Context: an optimization exercise on an open-source flow, tuned for small area. The choices shown serve that exercise and are no tape-out recipe.
Function was checked by simulation only, so behaviour that the tests miss may differ from the original.
No activity file was given, so power comes from the tool's default toggle rates.

$ cat design/flow/run.sh
#!/bin/bash
# synth_recipe.tcl (not shown) runs the flow's synth.tcl, then flattens the netlist and writes it again
# the make line also repeats each setting of config.mk as NAME=value (left out here)
make -C /OpenROAD-flow-scripts/flow DESIGN_CONFIG=/design/flow/config.mk WORK_HOME=/design/flow/orfs CLKGATE_MAP_FILE= SYNTH_SCRIPT=/design/flow/synth_recipe.tcl finish
$ cat design/flow/config.mk
export PLATFORM = sky130hd
export DESIGN_NAME = cpu_reg_bank
export DESIGN_NICKNAME = cpu_reg_bank
export VERILOG_FILES = /design/flow/design.v
export SDC_FILE = /design/flow/constraint.sdc
export NUM_CORES = 4
export LEC_CHECK = 0
export CAP_MARGIN = 20
export CORE_MARGIN = 2
export CORE_UTILIZATION = 40
export SLEW_MARGIN = 20
$ cat design/flow/constraint.sdc
create_clock -name core_clock -period 5.0 [get_ports {clk}]
set_input_delay 1.0000 -clock core_clock [delete_from_list [all_inputs] [get_ports {clk}]]
set_output_delay 1.0000 -clock core_clock [all_outputs]
set_load 0.01 [all_outputs]
$ cat design/flow/design.v
package cpu_reg_pkg;
    localparam int unsigned OFF_CTRL     = 0;
    localparam int unsigned OFF_FRAMELEN = 1;
    localparam int unsigned OFF_BLANKLEN = 2;
    localparam int unsigned OFF_TOTALNUM = 3;
    localparam int unsigned OFF_CUTNUM   = 4;
    localparam int unsigned OFF_COMMIT   = 5;
    localparam int unsigned CTRL_EN      = 0;
    localparam int unsigned CTRL_START   = 1;
    localparam int unsigned CTRL_STOP    = 2;
    localparam int unsigned CTRL_CLRFIFO = 3;
    localparam int unsigned STATUS_ADDR  = 0;
    localparam int unsigned PULSE_CNT_W  = 8;
endpackage
import cpu_reg_pkg::*;
module cmd_pulse_gen
#(
    parameter int unsigned PULSE_LEN = 4
) (
    input  logic clk,
    input  logic pRST,
    input  logic fire,
    output logic pulse
);
    logic [PULSE_CNT_W-1:0] count;
    always_ff @(posedge clk or posedge pRST) begin
        if (pRST) begin
            count <= '0;
            pulse <= 1'b0;
        end else if (fire) begin
            count <= PULSE_CNT_W'(PULSE_LEN);
            pulse <= 1'b1;
        end else if (count != '0) begin
            count <= count - PULSE_CNT_W'(1);
            pulse <= (count != PULSE_CNT_W'(1));
        end
    end
endmodule
import cpu_reg_pkg::*;
module cpu_reg_bank
#(
    parameter int unsigned NUM_CH    = 4,
    parameter int unsigned DATA_W    = 32,
    parameter int unsigned ADDR_W    = 9,
    parameter int unsigned CH_BASE   = 20,
    parameter int unsigned CH_STRIDE = 16,
    parameter int unsigned PULSE_LEN = 4
) (
    input  logic                   clk,
    input  logic                   pRST,
    input  logic                   cpu_wr_n,
    input  logic                   cpu_rd_n,
    input  logic [ADDR_W-1:0]      cpu_addr,
    input  logic [DATA_W/8-1:0]    cpu_be,
    input  logic [DATA_W-1:0]      cpu_wdata,
    output logic [DATA_W-1:0]      cpu_rdata,
    output logic                   cpu_rvalid,
    output logic [NUM_CH-1:0]      ch_enable,
    output logic [NUM_CH-1:0]      ch_start,
    output logic [NUM_CH-1:0]      ch_stop,
    output logic [NUM_CH-1:0]      ch_clrfifo,
    output logic [16*NUM_CH-1:0]   ch_framelen,
    output logic [16*NUM_CH-1:0]   ch_blanklen,
    output logic [32*NUM_CH-1:0]   ch_totalnum,
    output logic [32*NUM_CH-1:0]   ch_cutnum,
    output logic [NUM_CH-1:0]      ch_commit,
    output logic                   error
);
    localparam int unsigned CH_W  = (NUM_CH > 1) ? $clog2(NUM_CH) : 1;
    localparam int unsigned OFF_W = $clog2(CH_STRIDE);
    localparam int unsigned DEC_W = 1 + CH_W + OFF_W;
    function automatic logic [31:0] be_merge32(input logic [31:0] old_v,
                                               input logic [31:0] new_v,
                                               input logic [3:0]  be);
        logic [31:0] r;
        r = old_v;
        for (int b = 0; b < 4; b++) begin
            if (be[b]) r[8*b +: 8] = new_v[8*b +: 8];
        end
        be_merge32 = r;
    endfunction
    function automatic logic [DEC_W-1:0] decode(input logic [ADDR_W-1:0] a);
        int unsigned rel;
        logic        hit;
        rel = 32'(a) - 32'(CH_BASE);
        hit = (32'(a) >= 32'(CH_BASE)) &&
              (rel < 32'(NUM_CH * CH_STRIDE)) &&
              ((rel % CH_STRIDE) <= OFF_COMMIT);
        decode = {hit, CH_W'(rel / CH_STRIDE), OFF_W'(rel % CH_STRIDE)};
    endfunction
    logic                wr_n_q, rd_n_q;
    logic                wr_fire, rd_fire;
    logic                rd_pend;
    logic [ADDR_W-1:0]   rd_addr_q;
    logic [ADDR_W-1:0]   rd_addr_c;
    logic [ADDR_W-1:0]   bad_addr;
    logic                w_hit, r_hit;
    logic [CH_W-1:0]     w_ch, r_ch;
    logic [OFF_W-1:0]    w_off, r_off;
    logic                w_status, w_bad;
    logic [31:0]         wdata32;
    logic [3:0]          be4;
    logic [NUM_CH-1:0]   fire_start, fire_stop, fire_clr, commit_c;
    logic [DATA_W-1:0]   rd_data_c;
    logic [15:0]         sh_frame [NUM_CH];
    logic [15:0]         sh_blank [NUM_CH];
    logic [31:0]         sh_total [NUM_CH];
    logic [31:0]         sh_cut   [NUM_CH];
    assign wr_fire  = wr_n_q & ~cpu_wr_n;
    assign rd_fire  = rd_n_q & ~cpu_rd_n;
    assign wdata32  = 32'(cpu_wdata);
    assign be4      = 4'(cpu_be);
    assign {w_hit, w_ch, w_off} = decode(cpu_addr);
    assign w_status = (cpu_addr == ADDR_W'(STATUS_ADDR));
    assign w_bad    = wr_fire & ~w_hit & ~w_status;
    assign rd_addr_c = rd_pend ? rd_addr_q : cpu_addr;
    assign {r_hit, r_ch, r_off} = decode(rd_addr_c);
    always_comb begin
        fire_start = '0;
        fire_stop  = '0;
        fire_clr   = '0;
        commit_c   = '0;
        if (wr_fire && w_hit) begin
            case (w_off)
                OFF_W'(OFF_CTRL): begin
                    fire_start[w_ch] = wdata32[CTRL_START] & ~wdata32[CTRL_STOP];
                    fire_stop[w_ch]  = wdata32[CTRL_STOP];
                    fire_clr[w_ch]   = wdata32[CTRL_CLRFIFO];
                end
                OFF_W'(OFF_COMMIT): commit_c[w_ch] = wdata32[0];
                default: ;
            endcase
        end
    end
    always_comb begin
        rd_data_c = '0;
        if (rd_addr_c == ADDR_W'(STATUS_ADDR)) begin
            rd_data_c = DATA_W'({bad_addr, error});
        end else if (r_hit) begin
            case (r_off)
                OFF_W'(OFF_CTRL):     rd_data_c = DATA_W'({ch_clrfifo[r_ch], ch_stop[r_ch],
                                                           ch_start[r_ch], ch_enable[r_ch]});
                OFF_W'(OFF_FRAMELEN): rd_data_c = DATA_W'(sh_frame[r_ch]);
                OFF_W'(OFF_BLANKLEN): rd_data_c = DATA_W'(sh_blank[r_ch]);
                OFF_W'(OFF_TOTALNUM): rd_data_c = DATA_W'(sh_total[r_ch]);
                OFF_W'(OFF_CUTNUM):   rd_data_c = DATA_W'(sh_cut[r_ch]);
                default:              rd_data_c = '0;
            endcase
        end
    end
    always_ff @(posedge clk or posedge pRST) begin
        if (pRST) begin
            wr_n_q         <= 1'b0;
            rd_n_q         <= 1'b0;
            rd_pend        <= 1'b0;
            rd_addr_q      <= '0;
            cpu_rdata  <= '0;
            cpu_rvalid <= 1'b0;
            error          <= 1'b0;
            bad_addr       <= '0;
            ch_enable      <= '0;
            ch_commit      <= '0;
            ch_framelen    <= '0;
            ch_blanklen    <= '0;
            ch_totalnum    <= '0;
            ch_cutnum      <= '0;
            for (int ch = 0; ch < NUM_CH; ch++) begin
                sh_frame[ch] <= '0;
                sh_blank[ch] <= '0;
                sh_total[ch] <= '0;
                sh_cut[ch]   <= '0;
            end
        end else begin
            wr_n_q    <= cpu_wr_n;
            rd_n_q    <= cpu_rd_n;
            ch_commit <= commit_c;
            rd_pend        <= rd_fire & wr_fire;
            cpu_rvalid <= (rd_fire & ~wr_fire) | rd_pend;
            cpu_rdata  <= ((rd_fire & ~wr_fire) | rd_pend) ? rd_data_c : '0;
            if (rd_fire) rd_addr_q <= cpu_addr;
            if (w_bad) begin
                error    <= 1'b1;
                bad_addr <= cpu_addr;
            end else if (wr_fire && w_status && wdata32[0]) begin
                error    <= 1'b0;
            end
            for (int ch = 0; ch < NUM_CH; ch++) begin
                if (wr_fire && w_hit && (w_ch == CH_W'(ch))) begin
                    case (w_off)
                        OFF_W'(OFF_CTRL):     ch_enable[ch] <= wdata32[CTRL_EN];
                        OFF_W'(OFF_FRAMELEN): sh_frame[ch]  <= 16'(be_merge32(32'(sh_frame[ch]), wdata32, be4));
                        OFF_W'(OFF_BLANKLEN): sh_blank[ch]  <= 16'(be_merge32(32'(sh_blank[ch]), wdata32, be4));
                        OFF_W'(OFF_TOTALNUM): sh_total[ch]  <= be_merge32(sh_total[ch], wdata32, be4);
                        OFF_W'(OFF_CUTNUM):   sh_cut[ch]    <= be_merge32(sh_cut[ch], wdata32, be4);
                        default: ;
                    endcase
                end
                if (commit_c[ch]) begin
                    ch_framelen[16*ch +: 16] <= sh_frame[ch];
                    ch_blanklen[16*ch +: 16] <= sh_blank[ch];
                    ch_totalnum[32*ch +: 32] <= sh_total[ch];
                    ch_cutnum[32*ch +: 32]   <= sh_cut[ch];
                end
            end
        end
    end
    for (genvar g = 0; g < NUM_CH; g++) begin : g_ch
        cmd_pulse_gen #(.PULSE_LEN(PULSE_LEN)) u_start (
            .clk(clk), .pRST(pRST), .fire(fire_start[g]), .pulse(ch_start[g]));
        cmd_pulse_gen #(.PULSE_LEN(PULSE_LEN)) u_stop (
            .clk(clk), .pRST(pRST), .fire(fire_stop[g]),  .pulse(ch_stop[g]));
        cmd_pulse_gen #(.PULSE_LEN(PULSE_LEN)) u_clr (
            .clk(clk), .pRST(pRST), .fire(fire_clr[g]),   .pulse(ch_clrfifo[g]));
    end
endmodule
==> run summary <==
-- cells by family (layout without fill, tap and decap cells) --
family / Yosys count / count (layout)
compound gates: 545 / 545
xor+xnor: 54 / 54
fa+ha+maj: 36 / 36
buf+inv: 241 / 838
flops: 939 / 939
mux: 820 / 820
other cells: 0 / 3
simple gates: 644 / 644
-- state kept, by name, summed over array words and instances, names as in the netlist, 4 cells and up --
signal	flops
rd_addr_q	9
sh_cut	128
ch_totalnum	128
g_ch.u_stop.count	32
g_ch.u_start.count	32
ch_commit	4
ch_cutnum	128
ch_enable	4
ch_framelen	64
sh_blank	64
g_ch.u_clr.pulse	4
sh_total	128
g_ch.u_clr.count	32
bad_addr	9
ch_blanklen	64
g_ch.u_stop.pulse	4
g_ch.u_start.pulse	4
sh_frame	64
cpu_rdata	32
-- how the worst max path moves through the flow --
| stage | endpoint | startpoint | cells after the start | slack, ns |
|---|---|---|---|---|
| finish | cpu_rdata[4] | cpu_addr[3] | 12 | 0.53 |
| global route | cpu_rdata[4] | cpu_addr[3] | 12 | 0.51 |
| CTS | cpu_rdata[4] | cpu_addr[3] | 12 | 0.68 |
| detailed placement | cpu_rdata[4] | cpu_addr[3] | 12 | -0.07 |
| global placement | cpu_rdata[4] | cpu_addr[3] | 12 | 0.02 |
| floorplan | bad_addr[0] | pRST | 1 | -8.93 |
-- routing by layer --
layer / vias to the layer above / share of wire, % / track usage [%]
met4: 10 / 3.1 / 8.325
met2: 1031 / 46 / 40.97
li1: 12981 / - / -
met5: - / 0.046 / 0
met1: 15359 / 44 / 36.50
met3: 228 / 6.6 / 5.113
-- synth_stat cells, types with 24 or more instances --
master,n
sky130_fd_sc_hd__nor2_2,33
sky130_fd_sc_hd__nor2b_1,25
sky130_fd_sc_hd__inv_1,56
sky130_fd_sc_hd__o21ai_0,148
sky130_fd_sc_hd__mux2_1,92
sky130_fd_sc_hd__xnor2_1,41
sky130_fd_sc_hd__nand2_1,167
sky130_fd_sc_hd__o211ai_1,27
sky130_fd_sc_hd__o221ai_1,25
sky130_fd_sc_hd__mux2_2,691
sky130_fd_sc_hd__nor3_1,60
sky130_fd_sc_hd__buf_2,38
sky130_fd_sc_hd__a21oi_1,132
sky130_fd_sc_hd__dfrtp_1,939
sky130_fd_sc_hd__nor2_1,179
sky130_fd_sc_hd__clkbuf_1,106
sky130_fd_sc_hd__nand3_1,49
sky130_fd_sc_hd__buf_4,30
sky130_fd_sc_hd__o22ai_1,42
sky130_fd_sc_hd__a211oi_1,24
sky130_fd_sc_hd__nor4_1,29
sky130_fd_sc_hd__ha_1,36
-- layout by cell type (no fill, tap or decap), drive strengths merged, types with 25 or more instances in the layout --
cell type	synthesis	final
ha	36	36
nor2b	25	25
nor2	212	212
buf	78	104
clkbuf	106	149
nand3	52	52
nand2	167	167
o21ai	151	151
dfrtp	939	939
clkinv	1	25
xnor2	41	41
o211ai	27	27
o221ai	25	25
clkdlybuf4s50	0	486
o22ai	42	42
nor3	64	64
nor4	30	30
a21oi	132	132
mux2	783	783
inv	56	56
-- final cells by class --
type,instances,share of cell area (%)
diodes,3,0.01439
clock buffers,149,5.917
clock inverters,42,1.096
inverters,57,0.4173
multi-input cells,2099,32.88
flip-flops and latches,939,45.04
well taps,1380,3.310
repair buffers,590,11.33
-- critical path: stages --
cell                              delay, ns
sky130_fd_sc_hd__clkdlybuf4s50_1       0.68
sky130_fd_sc_hd__a21boi_0              0.14
sky130_fd_sc_hd__buf_4                 0.18
sky130_fd_sc_hd__ha_4                  0.17
sky130_fd_sc_hd__buf_12                0.22
sky130_fd_sc_hd__xnor2_2               0.92
sky130_fd_sc_hd__a21oi_1               0.18
sky130_fd_sc_hd__buf_4                 0.23
sky130_fd_sc_hd__a22oi_1               0.54
sky130_fd_sc_hd__o211ai_1              0.20
sky130_fd_sc_hd__a211oi_1              0.39
sky130_fd_sc_hd__o21ai_0               0.14
-- per-stage QoR --
step,hold WS (ns),util [%],power [mW]
6_report,0.4820,50.55,17.94
5_1_grt,0.5020,50.54,18.61
4_1_cts,0.4850,50.54,18.07
3_5_place_dp,0.4670,47.00,9.911
3_3_place_gp,0.4623,46.99,9.880
2_1_floorplan,0.4455,-,9.278
-- power groups by stage --
stage,clock network [mW],registers (mW),logic [mW]
finish,8.15,8.20,1.59
global route,8.62,8.24,1.74
CTS,8.28,8.19,1.59
detailed placement,0,8.33,1.59
global placement,0,8.32,1.56
floorplan,0,8.26,1.01
==> impl_results.html <==
<table>
<tr><th>Metric</th><th>Value</th></tr>
<tr><th colspan="2">Drt</th></tr>
<tr><td>Post-route ant nets</td><td>0</td></tr>
<tr><td>Sum of routed wire length over all layers</td><td>140300 um</td></tr>
<tr><td>Via-to-Cell Ratio</td><td>5.630</td></tr>
<tr><td>DRC viols</td><td>0</td></tr>
<tr><td>Via Count</td><td>29609</td></tr>
<tr><td>Average wire length per cell after detail routing</td><td>26.68 um</td></tr>
<tr><td>Initial detailed-routing violation count</td><td>2680</td></tr>
<tr><td>Detailed-routing iteration count for the pre-antenna-repair pass</td><td>6</td></tr>
<tr><th colspan="2">Floorplanning</th></tr>
<tr><td>Number of standard-cell rows in the floorplan</td><td>118</td></tr>
<tr><td>Placeable core area</td><td>103200 um^2</td></tr>
<tr><td>Effective utilization at floorplan</td><td>40.25%</td></tr>
<tr><td>Die height</td><td>326.3 um</td></tr>
<tr><td>Total die area</td><td>106400 um^2</td></tr>
<tr><td>Width of the die</td><td>326.3 um</td></tr>
<tr><td>I/O pin count</td><td>487</td></tr>
<tr><th colspan="2">Synthesis</th></tr>
<tr><td>Xor-xnor portion of the synthesized cell area</td><td>1.139%</td></tr>
<tr><td>Count of synthesis-stage warnings from yosys</td><td>6</td></tr>
<tr><td>Adder-Cell Fraction of Synth Area</td><td>1.084%</td></tr>
<tr><td>Post-synthesis net count</td><td>3364</td></tr>
<tr><td>Synth area leaders</td><td>sky130_fd_sc_hd__dfrtp_1 57%, sky130_fd_sc_hd__mux2_2 19%, sky130_fd_sc_hd__mux2_1 2.5%, sky130_fd_sc_hd__o21ai_0 1.8%, sky130_fd_sc_hd__nor2_1 1.6%</td></tr>
<tr><td>Combinational family with the most area after synthesis</td><td>multiplexers</td></tr>
<tr><td>Mean post-synth cell area</td><td>12.67 um^2</td></tr>
<tr><td>Library cells used by synthesis</td><td>85</td></tr>
<tr><td>Post-synthesis async set-or-reset flop share</td><td>100.0%</td></tr>
<tr><td>Simple-Gate Fraction of Synth Area</td><td>7.579%</td></tr>
<tr><td>Register bit count reported by yosys</td><td>939</td></tr>
<tr><td>Most used flip-flop cell after synthesis</td><td>sky130_fd_sc_hd__dfrtp_1</td></tr>
<tr><td>Number of enable flip-flop cells after synthesis</td><td>0</td></tr>
<tr><td>Post-Synthesis Cells</td><td>3279</td></tr>
<tr><td>Multiplexer share of the synthesized area</td><td>22.62%</td></tr>
<tr><td>Proportion of synthesized chip area in sequential cells</td><td>56.57%</td></tr>
<tr><td>Compound-gate portion of the synthesized area</td><td>8.413%</td></tr>
<tr><td>Share of the synthesized area in the top cell type</td><td>56.57%</td></tr>
<tr><td>Cell Area, Synth</td><td>41540 um^2</td></tr>
<tr><td>Yosys top cell by area</td><td>sky130_fd_sc_hd__dfrtp_1</td></tr>
<tr><th colspan="2">Clocking</th></tr>
<tr><td>Number of hold buffers added after cts</td><td>0</td></tr>
<tr><td>Clk buf depth</td><td>3</td></tr>
<tr><td>Resized Gates After CTS</td><td>0</td></tr>
<tr><td>CTS buffer count</td><td>103</td></tr>
<tr><td>Clk Tree Root Cell</td><td>sky130_fd_sc_hd__clkbuf_16</td></tr>
<tr><td>Clock latency at the later pin of the worst-skew pair</td><td>0.70 ns</td></tr>
<tr><td>Clock-pin slew reported for the worst setup and hold paths after clock tree synthesis</td><td>0.06 ns</td></tr>
<tr><td>CTS sink cnt</td><td>939</td></tr>
<tr><td>CTS H-tree depth</td><td>3</td></tr>
<tr><td>Post-CTS Setup Repair Bufs</td><td>0</td></tr>
<tr><td>Clock tree from TritonCTS</td><td>done</td></tr>
<tr><th colspan="2">Setup path</th></tr>
<tr><td>Setup Crit Path Kind</td><td>input pin to flip-flop</td></tr>
<tr><td>Critical Path AT</td><td>5.02 ns</td></tr>
<tr><td>Kind of end point of the critical path</td><td>flip-flop</td></tr>
<tr><td>Reg2reg path depth</td><td>12</td></tr>
<tr><td>R2r setup slk</td><td>0.73 ns</td></tr>
<tr><td>Data required time at the worst endpoint</td><td>5.55 ns</td></tr>
<tr><td>Kind of start point of the critical path</td><td>input pin</td></tr>
<tr><td>Crit Reg-Reg Startpoint</td><td>rd_pend</td></tr>
<tr><td>Terminus of the critical flop-to-flop path</td><td>cpu_rdata[4]</td></tr>
<tr><td>Largest fanout on the critical path</td><td>65</td></tr>
<tr><th colspan="2">Timing</th></tr>
<tr><td>Number of endpoints with negative hold slack in the final report</td><td>0</td></tr>
<tr><td>Worst Skew</td><td>0.02655 ns</td></tr>
<tr><td>Slew at the pin closest to its max-slew limit</td><td>1.125 ns</td></tr>
<tr><td>Final worst path period need</td><td>4.474 ns</td></tr>
<tr><td>Least setup slack across all paths after layout</td><td>0.5260 ns</td></tr>
<tr><td>Setup TNS</td><td>0 ns</td></tr>
<tr><td>Highest Clock Rate</td><td>223.5 MHz</td></tr>
<tr><td>Worst slew margin relative to its limit</td><td>24.63%</td></tr>
<tr><td>Number of setup violations in the final report</td><td>0</td></tr>
<tr><td>Unrepaired setup endpoints after global routing</td><td>no</td></tr>
<tr><td>Final cycle utilization of the critical path</td><td>89.48%</td></tr>
<tr><td>Final slew viol count</td><td>0</td></tr>
<tr><th colspan="2">Global routing</th></tr>
<tr><td>GRT Util Overall</td><td>26.11%</td></tr>
<tr><td>Vias in the first global route</td><td>29649</td></tr>
<tr><td>Largest net degree at the start of global routing</td><td>134</td></tr>
<tr><td>Antenna violations before repair</td><td>11</td></tr>
<tr><td>Total global routing overflow</td><td>0</td></tr>
<tr><td>Global-route wire length before repair</td><td>206800 um</td></tr>
<tr><th colspan="2">Place</th></tr>
<tr><td>Final GP Congestion</td><td>0.9361</td></tr>
<tr><td>HPWL Detailed</td><td>98550 um</td></tr>
<tr><td>PortBufs</td><td>486</td></tr>
<tr><td>Dpl ws</td><td>-0.06960 ns</td></tr>
<tr><td>Inst Count DP</td><td>5065</td></tr>
<tr><td>Post-DP Area</td><td>48500 um^2</td></tr>
<tr><th colspan="2">Cells and area</th></tr>
<tr><td>Seq. cell area</td><td>23500 um^2</td></tr>
<tr><td>Number of nets in the layout</td><td>3875</td></tr>
<tr><td>Fill cell instance count of the final layout</td><td>9052</td></tr>
<tr><td>Multi-input gate area</td><td>17150 um^2</td></tr>
<tr><td>Finished Cell Area</td><td>52170 um^2</td></tr>
<tr><td>Area growth syn-to-layout</td><td>25.59%</td></tr>
<tr><td>Proportion of layout cells with a drive suffix above 1</td><td>27.19%</td></tr>
<tr><td>Final cell count without fillers</td><td>5259</td></tr>
<tr><th colspan="2">Power and ir drop</th></tr>
<tr><td>Power Internal</td><td>13.40 mW</td></tr>
<tr><td>Maximum vdd drop</td><td>0.2577 mV</td></tr>
<tr><td>Reg power frac</td><td>45.7%</td></tr>
<tr><td>Gate power share</td><td>8.8%</td></tr>
<tr><td>Net switching component of the power</td><td>4.538 mW</td></tr>
<tr><td>Sw Share</td><td>25.30%</td></tr>
<tr><td>Pwr/cell area</td><td>343.8 nW/um^2</td></tr>
<tr><td>Pleak</td><td>23.75 nW</td></tr>
<tr><td>Clk network pwr share</td><td>45.4%</td></tr>
<tr><th colspan="2">Outcome</th></tr>
<tr><td>Result of the run</td><td>no timing/DRC/antenna violations</td></tr>
<tr><th colspan="2">Min path</th></tr>
<tr><td>Hold Path Cell Cnt</td><td>1</td></tr>
<tr><td>Hold wc startpoint</td><td>ch_framelen[55]</td></tr>
<tr><td>End point of the most critical hold path</td><td>ch_framelen[55]</td></tr>
<tr><td>Class of the worst hold path</td><td>flip-flop to flip-flop</td></tr>
<tr><th colspan="2">Job</th></tr>
<tr><td>Max-cap violation count</td><td>0</td></tr>
</table>

-- afterwards: timing with drivers on the ports --
The results above use ideal ports. As a check the final layout listed here was re-extracted and re-timed, cells and wires unchanged.
Step 1: set_driving_cell puts a clkbuf_16 on clk and a buf_2 on each other input, an assumption about the parent block.
Step 2, shift: input delay + t, output delay - t, t = (earliest + latest rising clock arrival at the registers) / 2. This alone moves slack from input paths to output paths.
a / b / c = ideal / step 1 / step 2; a / b = the first two.
t (ns): 0.758
setup slack, ns: 0.526 / 0.463 / -0.296
hold slack, ns: 0.482 / 0.482 / 0.482
slew at the worst register clock pin (ns): 0.07 / 0.07
With both steps, setup timing fails in this run, where it was met with ideal ports. For this run, drivers alone change the setup slack by -0.063 ns; drivers and shift together by -0.822 ns.
